Source: an optimization exercise on an open RTL-to-GDS flow (aim: small area, a short achievable clock period and few clock cycles). Production flows keep margins and buffers that such runs may drop.

==> flow/design.v <==
`default_nettype none
module otpc_decode (
  input  wire logic         clk_i,
  input  wire logic         rst_ni,
  input  wire logic         acc_i,
  input  wire logic [15:0]  px_i,
  input  wire logic [15:0]  py_i,
  input  wire logic         on_i,
  input  wire logic         cubic_i,
  input  wire logic         cend_i,
  input  wire logic         oend_i,
  output logic              d_vld_o,    
  output logic [13:0]       d_desc_o,   
  output logic [1:0]        d_rem_o,    
  output logic              k0_conic_o,
  output logic              k0_cubic_o,
  output logic [31:0]       s_o,
  output logic [31:0]       p0_o,
  output logic [31:0]       p1_o,
  output logic [31:0]       x_o
);
  localparam logic [1:0] REM_NONE  = 2'd0;
  localparam logic [1:0] REM_CURVE = 2'd1;   
  localparam logic [1:0] REM_CLOSE = 2'd2;   
  localparam logic [1:0] REM_ERR   = 2'd3;   
  localparam logic [13:0] D_MOVE   = {3'd0, 2'd0, 4'b1000, 3'b000, 2'b00};
  localparam logic [13:0] D_LINE   = {3'd1, 2'd0, 4'b1000, 3'b000, 2'b00};
  localparam logic [13:0] D_QUADON = {3'd2, 2'd0, 4'b0010, 3'b100, 2'b00};
  localparam logic [13:0] D_QUADCC = {3'd2, 2'd0, 4'b0010, 3'b010, 2'b00};
  localparam logic [13:0] D_CUBIC  = {3'd3, 2'd0, 4'b0010, 3'b010, 2'b10};
  localparam logic [13:0] D_CLQUAD = {3'd2, 2'd0, 4'b1000, 3'b001, 2'b00};
  localparam logic [13:0] D_CLLINE = {3'd1, 2'd0, 4'b0001, 3'b000, 2'b00};
  localparam logic [13:0] D_ERRQ   = {3'd5, 2'd1, 4'b0000, 3'b000, 2'b00};
  localparam logic [13:0] D_ERRC   = {3'd5, 2'd2, 4'b0000, 3'b000, 2'b00};
  logic [15:0] sx_q, sy_q, p0x_q, p0y_q, p1x_q, p1y_q, xx_q, xy_q;
  logic k0n_q, k0c_q, k1c_q, k1o_q, k2o_q;
  logic open_q, drop_q;
  logic p_on, p_cub, p_con, endc;
  assign p_on  = on_i;
  assign p_cub = !on_i && cubic_i;
  assign p_con = !on_i && !cubic_i;
  assign endc  = cend_i | oend_i;
  function automatic logic [15:0] next_p1(input logic [15:0] a, input logic [15:0] p,
                                          input logic conic);
    logic [15:0] t, g, pp, gn, pn;
    logic        t16, neg;
    t   = conic ? (a ^ p) : 16'd0;
    g   = conic ? (a & p) : a;
    pp  = t;
    t16 = t[15];
    for (int d = 1; d < 16; d = d * 2) begin
      gn = g;
      pn = pp;
      for (int i = d; i < 16; i++) begin
        gn[i] = g[i] | (pp[i] & g[i-d]);
        pn[i] = pp[i] & pp[i-d];
      end
      g  = gn;
      pp = pn;
    end
    neg = t16 ^ g[15];
    for (int j = 0; j < 16; j++) begin
      next_p1[j] = ((j == 15) ? t16 : t[j+1]) ^ (g[j] | (pp[j] & neg));
    end
  endfunction
  logic [15:0] p1x_d, p1y_d;
  assign p1x_d = next_p1(p0x_q, px_i, k0n_q);
  assign p1y_d = next_p1(p0y_q, py_i, k0n_q);
  logic        k0on;
  logic        err3q, err3c, err3;
  logic        cl_err;
  logic [13:0] cmd3;
  logic        has3;
  logic [13:0] clk_desc;
  assign k0on = !k0n_q && !k0c_q;
  always_comb begin
    err3q = k0n_q && p_cub;
    err3c = k0c_q && ((p_on && !(k1c_q && k2o_q)) || p_con || (p_cub && !k1o_q));
    err3  = err3q | err3c;
    has3  = 1'b1;
    cmd3  = D_LINE;
    if (k0n_q && p_on)                       cmd3 = D_QUADON;
    else if (k0n_q && p_con)                 cmd3 = D_QUADCC;
    else if (k0c_q && p_on)                  cmd3 = D_CUBIC;
    else if (k0on && p_on)                   cmd3 = D_LINE;
    else                                     has3 = 1'b0;
    cl_err = p_cub && !(open_q && k0c_q);
    if (p_con)      clk_desc = D_CLQUAD;
    else if (p_cub) clk_desc = D_ERRC;    
    else            clk_desc = D_CLLINE;
    d_vld_o  = 1'b0;
    d_desc_o = D_MOVE;
    d_rem_o  = REM_NONE;
    if (drop_q) begin
      d_vld_o = 1'b0;
    end else if (!open_q) begin
      d_vld_o  = 1'b1;
      d_desc_o = D_MOVE;
      if (endc) d_rem_o = cl_err ? REM_ERR : REM_CURVE;
    end else if (err3) begin
      d_vld_o  = 1'b1;
      d_desc_o = err3q ? D_ERRQ : D_ERRC;
    end else if (has3) begin
      d_vld_o  = 1'b1;
      d_desc_o = cmd3;
      if (endc) d_rem_o = cl_err ? REM_ERR : REM_CURVE;
    end else if (endc) begin
      d_vld_o = 1'b1;
      if (cl_err) begin
        d_desc_o = D_ERRC;
      end else begin
        d_desc_o = p_con ? D_CLQUAD : {3'd3, 2'd0, 4'b0100, 3'b100, 2'b01};
        d_rem_o  = REM_CLOSE;
      end
    end
  end
  always_ff @(posedge clk_i or negedge rst_ni) begin
    if (!rst_ni) begin
      open_q <= 1'b0;
      drop_q <= 1'b0;
    end else if (acc_i) begin
      if (drop_q) begin
        drop_q <= !oend_i;
      end else if (!open_q) begin
        open_q <= !endc;
        drop_q <= endc && cl_err && !oend_i;
      end else begin
        open_q <= !(err3 || endc);
        drop_q <= (err3 || (endc && cl_err)) && !oend_i;
      end
    end
  end
  always_ff @(posedge clk_i) begin
    if (acc_i) begin
      p0x_q <= px_i;
      p0y_q <= py_i;
      p1x_q <= p1x_d;
      p1y_q <= p1y_d;
      xx_q  <= k0n_q ? p0x_q : p1x_q;
      xy_q  <= k0n_q ? p0y_q : p1y_q;
      if (!open_q) begin
        sx_q  <= px_i;
        sy_q  <= py_i;
      end
      k0n_q <= p_con;
      k0c_q <= p_cub;
      k1c_q <= open_q && k0c_q;
      k1o_q <= !open_q || k0on || (k0n_q && p_con);
      k2o_q <= !open_q || k1o_q;
    end
  end
  assign k0_conic_o = k0n_q;
  assign k0_cubic_o = k0c_q;
  assign s_o  = {sx_q, sy_q};
  assign p0_o = {p0x_q, p0y_q};
  assign p1_o = {p1x_q, p1y_q};
  assign x_o  = {xx_q, xy_q};
endmodule
`default_nettype wire
`default_nettype none
module otpc_outbuf (
  input  wire logic         clk_i,
  input  wire logic         rst_ni,
  input  wire logic         acc_i,
  input  wire logic         d_vld_i,
  input  wire logic [13:0]  d_desc_i,
  input  wire logic [1:0]   d_rem_i,
  input  wire logic         k0_conic_i,
  input  wire logic         k0_cubic_i,
  input  wire logic [31:0]  s_i,
  input  wire logic [31:0]  p0_i,
  input  wire logic [31:0]  p1_i,
  input  wire logic [31:0]  x_i,
  output logic              more_o,     
  output logic              out_valid_o,
  input  wire logic         out_stall_i,
  output logic [2:0]        cmd_o,
  output logic [1:0]        err_o,
  output logic [31:0]       a_o,
  output logic [31:0]       b_o,
  output logic [31:0]       c_o,
  output logic              last_o
);
  localparam logic [1:0] REM_NONE  = 2'd0;
  localparam logic [1:0] REM_CURVE = 2'd1;
  localparam logic [1:0] REM_CLOSE = 2'd2;
  localparam logic [1:0] REM_ERR   = 2'd3;
  localparam logic [13:0] D_CLQUAD = {3'd2, 2'd0, 4'b1000, 3'b001, 2'b00};
  localparam logic [13:0] D_CLCUB  = {3'd3, 2'd0, 4'b0100, 3'b100, 2'b01};
  localparam logic [13:0] D_CLLINE = {3'd1, 2'd0, 4'b0001, 3'b000, 2'b00};
  localparam logic [13:0] D_CLOSE  = {3'd4, 2'd0, 4'b0000, 3'b000, 2'b00};
  localparam logic [13:0] D_ERRC   = {3'd5, 2'd2, 4'b0000, 3'b000, 2'b00};
  logic        vld_q;
  logic [1:0]  rem_q;
  logic [13:0] desc_q;
  logic [13:0] desc_d;
  logic [8:0]  sely_q;   
  logic        take;
  assign take = vld_q && !out_stall_i;
  always_ff @(posedge clk_i or negedge rst_ni) begin
    if (!rst_ni) begin
      vld_q <= 1'b0;
      rem_q <= REM_NONE;
    end else if (acc_i) begin
      vld_q <= d_vld_i;
      rem_q <= d_vld_i ? d_rem_i : REM_NONE;
    end else if (take) begin
      vld_q <= (rem_q != REM_NONE);
      case (rem_q)
        REM_CURVE: rem_q <= REM_CLOSE;
        default:   rem_q <= REM_NONE;
      endcase
    end
  end
  always_comb begin
    desc_d = desc_q;
    if (acc_i) begin
      desc_d = d_desc_i;
    end else if (take) begin
      case (rem_q)
        REM_CURVE: desc_d = k0_conic_i ? D_CLQUAD : (k0_cubic_i ? D_CLCUB : D_CLLINE);
        REM_CLOSE: desc_d = D_CLOSE;
        default:   desc_d = D_ERRC;
      endcase
    end
  end
  always_ff @(posedge clk_i) begin
    desc_q <= desc_d;
  end
  always_ff @(posedge clk_i or negedge rst_ni) begin
    if (!rst_ni) begin
      sely_q <= '0;
    end else begin
      sely_q <= desc_d[8:0];
    end
  end
  assign more_o      = (rem_q != REM_NONE);
  assign out_valid_o = vld_q;
  assign last_o      = (rem_q == REM_NONE);
  assign cmd_o       = desc_q[13:11];
  assign err_o       = desc_q[10:9];
  logic [8:0] sy;
  assign sy = sely_q;
  assign a_o[31:16] = ({16{desc_q[8]}} & p0_i[31:16]) | ({16{desc_q[7]}} & p1_i[31:16]) |
                      ({16{desc_q[6]}} & x_i[31:16])  | ({16{desc_q[5]}} & s_i[31:16]);
  assign b_o[31:16] = ({16{desc_q[4]}} & p0_i[31:16]) | ({16{desc_q[3]}} & p1_i[31:16]) |
                      ({16{desc_q[2]}} & s_i[31:16]);
  assign c_o[31:16] = ({16{desc_q[1]}} & p0_i[31:16]) | ({16{desc_q[0]}} & s_i[31:16]);
  assign a_o[15:0]  = ({16{sy[8]}} & p0_i[15:0]) | ({16{sy[7]}} & p1_i[15:0]) |
                      ({16{sy[6]}} & x_i[15:0])  | ({16{sy[5]}} & s_i[15:0]);
  assign b_o[15:0]  = ({16{sy[4]}} & p0_i[15:0]) | ({16{sy[3]}} & p1_i[15:0]) |
                      ({16{sy[2]}} & s_i[15:0]);
  assign c_o[15:0]  = ({16{sy[1]}} & p0_i[15:0]) | ({16{sy[0]}} & s_i[15:0]);
endmodule
`default_nettype wire
`default_nettype none
module outline_to_path_commands (
  input  wire logic                 clk_i,
  input  wire logic                 rst_ni,
  input  wire logic                 in_valid_i,
  output logic                      in_stall_o,
  input  wire logic signed [15:0]   point_x_i,
  input  wire logic signed [15:0]   point_y_i,
  input  wire logic                 on_curve_i,
  input  wire logic                 cubic_control_i,
  input  wire logic                 contour_end_i,
  input  wire logic                 outline_end_i,
  output logic                      out_valid_o,
  input  wire logic                 out_stall_i,
  output logic [2:0]                command_o,
  output logic [1:0]                error_kind_o,
  output logic signed [15:0]        ax_o,
  output logic signed [15:0]        ay_o,
  output logic signed [15:0]        bx_o,
  output logic signed [15:0]        by_o,
  output logic signed [15:0]        cx_o,
  output logic signed [15:0]        cy_o,
  output logic                      run_last_o
);
  logic        acc;
  logic        more;
  logic        d_vld;
  logic [13:0] d_desc;
  logic [1:0]  d_rem;
  logic        k0_conic, k0_cubic;
  logic [31:0] s, p0, p1, x;
  logic [31:0] a, b, c;
  assign in_stall_o = more || (out_valid_o && out_stall_i);
  assign acc        = in_valid_i && !in_stall_o;
  otpc_decode u_decode (
    .clk_i      (clk_i),
    .rst_ni     (rst_ni),
    .acc_i      (acc),
    .px_i       (point_x_i),
    .py_i       (point_y_i),
    .on_i       (on_curve_i),
    .cubic_i    (cubic_control_i),
    .cend_i     (contour_end_i),
    .oend_i     (outline_end_i),
    .d_vld_o    (d_vld),
    .d_desc_o   (d_desc),
    .d_rem_o    (d_rem),
    .k0_conic_o (k0_conic),
    .k0_cubic_o (k0_cubic),
    .s_o        (s),
    .p0_o       (p0),
    .p1_o       (p1),
    .x_o        (x)
  );
  otpc_outbuf u_outbuf (
    .clk_i       (clk_i),
    .rst_ni      (rst_ni),
    .acc_i       (acc),
    .d_vld_i     (d_vld),
    .d_desc_i    (d_desc),
    .d_rem_i     (d_rem),
    .k0_conic_i  (k0_conic),
    .k0_cubic_i  (k0_cubic),
    .s_i         (s),
    .p0_i        (p0),
    .p1_i        (p1),
    .x_i         (x),
    .more_o      (more),
    .out_valid_o (out_valid_o),
    .out_stall_i (out_stall_i),
    .cmd_o       (command_o),
    .err_o       (error_kind_o),
    .a_o         (a),
    .b_o         (b),
    .c_o         (c),
    .last_o      (run_last_o)
  );
  assign ax_o = a[31:16];
  assign ay_o = a[15:0];
  assign bx_o = b[31:16];
  assign by_o = b[15:0];
  assign cx_o = c[31:16];
  assign cy_o = c[15:0];
endmodule
`default_nettype wire
Settings: LEC_CHECK=0, CAP_MARGIN=20, CORE_MARGIN=2, CORE_UTILIZATION=40, SETUP_SLACK_MARGIN=2.4, SLEW_MARGIN=20; clock period 5.5 ns.
run.sh (not shown) runs the stock make flow with config.mk's settings and CLKGATE_MAP_FILE= SYNTH_SCRIPT=/design/flow/synth_recipe.tcl, a recipe that flattens the netlist after the stock synthesis.
Rerun with:
--- a/flow/design.v
+++ b/flow/design.v
@@ -41,12 +41,11 @@
   assign p_con = !on_i && !cubic_i;
   assign endc  = cend_i | oend_i;
-  function automatic logic [15:0] next_p1(input logic [15:0] a, input logic [15:0] p,
-                                          input logic conic);
+  function automatic logic [15:0] midpoint(input logic [15:0] a, input logic [15:0] b);
     logic [15:0] t, g, pp, gn, pn;
     logic        t16, neg;
-    t   = conic ? (a ^ p) : 16'd0;
-    g   = conic ? (a & p) : a;
+    t   = a ^ b;
+    g   = a & b;
     pp  = t;
-    t16 = t[15];
+    t16 = a[15] ^ b[15];
     for (int d = 1; d < 16; d = d * 2) begin
       gn = g;
@@ -61,10 +60,10 @@
     neg = t16 ^ g[15];
     for (int j = 0; j < 16; j++) begin
-      next_p1[j] = ((j == 15) ? t16 : t[j+1]) ^ (g[j] | (pp[j] & neg));
+      midpoint[j] = ((j == 15) ? t16 : t[j+1]) ^ (g[j] | (pp[j] & neg));
     end
   endfunction
-  logic [15:0] p1x_d, p1y_d;
-  assign p1x_d = next_p1(p0x_q, px_i, k0n_q);
-  assign p1y_d = next_p1(p0y_q, py_i, k0n_q);
+  logic [15:0] mx, my;
+  assign mx = midpoint(p0x_q, px_i);
+  assign my = midpoint(p0y_q, py_i);
   logic        k0on;
   logic        err3q, err3c, err3;
@@ -135,6 +134,6 @@
       p0x_q <= px_i;
       p0y_q <= py_i;
-      p1x_q <= p1x_d;
-      p1y_q <= p1y_d;
+      p1x_q <= k0n_q ? mx : p0x_q;
+      p1y_q <= k0n_q ? my : p0y_q;
       xx_q  <= k0n_q ? p0x_q : p1x_q;
       xy_q  <= k0n_q ? p0y_q : p1y_q;
@@ -195,5 +194,5 @@
   logic [13:0] desc_q;
   logic [13:0] desc_d;
-  logic [8:0]  sely_q;   
+  logic [8:0]  sely_n_q;   
   logic        take;
   assign take = vld_q && !out_stall_i;
@@ -226,12 +225,6 @@
   end
   always_ff @(posedge clk_i) begin
-    desc_q <= desc_d;
-  end
-  always_ff @(posedge clk_i or negedge rst_ni) begin
-    if (!rst_ni) begin
-      sely_q <= '0;
-    end else begin
-      sely_q <= desc_d[8:0];
-    end
+    desc_q   <= desc_d;
+    sely_n_q <= ~desc_d[8:0];
   end
   assign more_o      = (rem_q != REM_NONE);
@@ -241,5 +234,5 @@
   assign err_o       = desc_q[10:9];
   logic [8:0] sy;
-  assign sy = sely_q;
+  assign sy = ~sely_n_q;
   assign a_o[31:16] = ({16{desc_q[8]}} & p0_i[31:16]) | ({16{desc_q[7]}} & p1_i[31:16]) |
                       ({16{desc_q[6]}} & x_i[31:16])  | ({16{desc_q[5]}} & s_i[31:16]);
=> Die area goes down slightly. Non-clock buffer count goes down by 18. Core utilization goes up by 0.12 points. Routed wire length goes down slightly. Synthesized area goes down slightly. Final area goes down by a few percent. First-iteration DRC count goes up by a few percent.
Function was not checked in any run of this note: the RTL went through the layout flow alone.

## afterwards: timing with drivers on the ports
The flow's constraints put no driver on any port. The routed layouts listed below were extracted and timed again, unchanged, in two steps.
Step 1 assumes that a clkbuf_16 drives the clock port and a buf_2 every other input.
Step 2 times the ports against the registers' clock, not the clock port: input delays grow and output delays shrink by t, the midpoint of the rising clock arrivals with the driver on.
a / b / c = no drivers / after step 1 / after step 2; a / b = the first two.
run	t (ns)	slack for setup (ns)	worst data-port slew with drivers (ns)
the first run	0.468	2.360 / 2.387 / 1.919	0.06
the second run	0.467	2.456 / 2.410 / 2.021	0.07
After both steps every run listed still meets setup and hold. The setup slack of the first run, which loses most, moves by +0.027 ns with the drivers and by -0.441 ns with both steps.
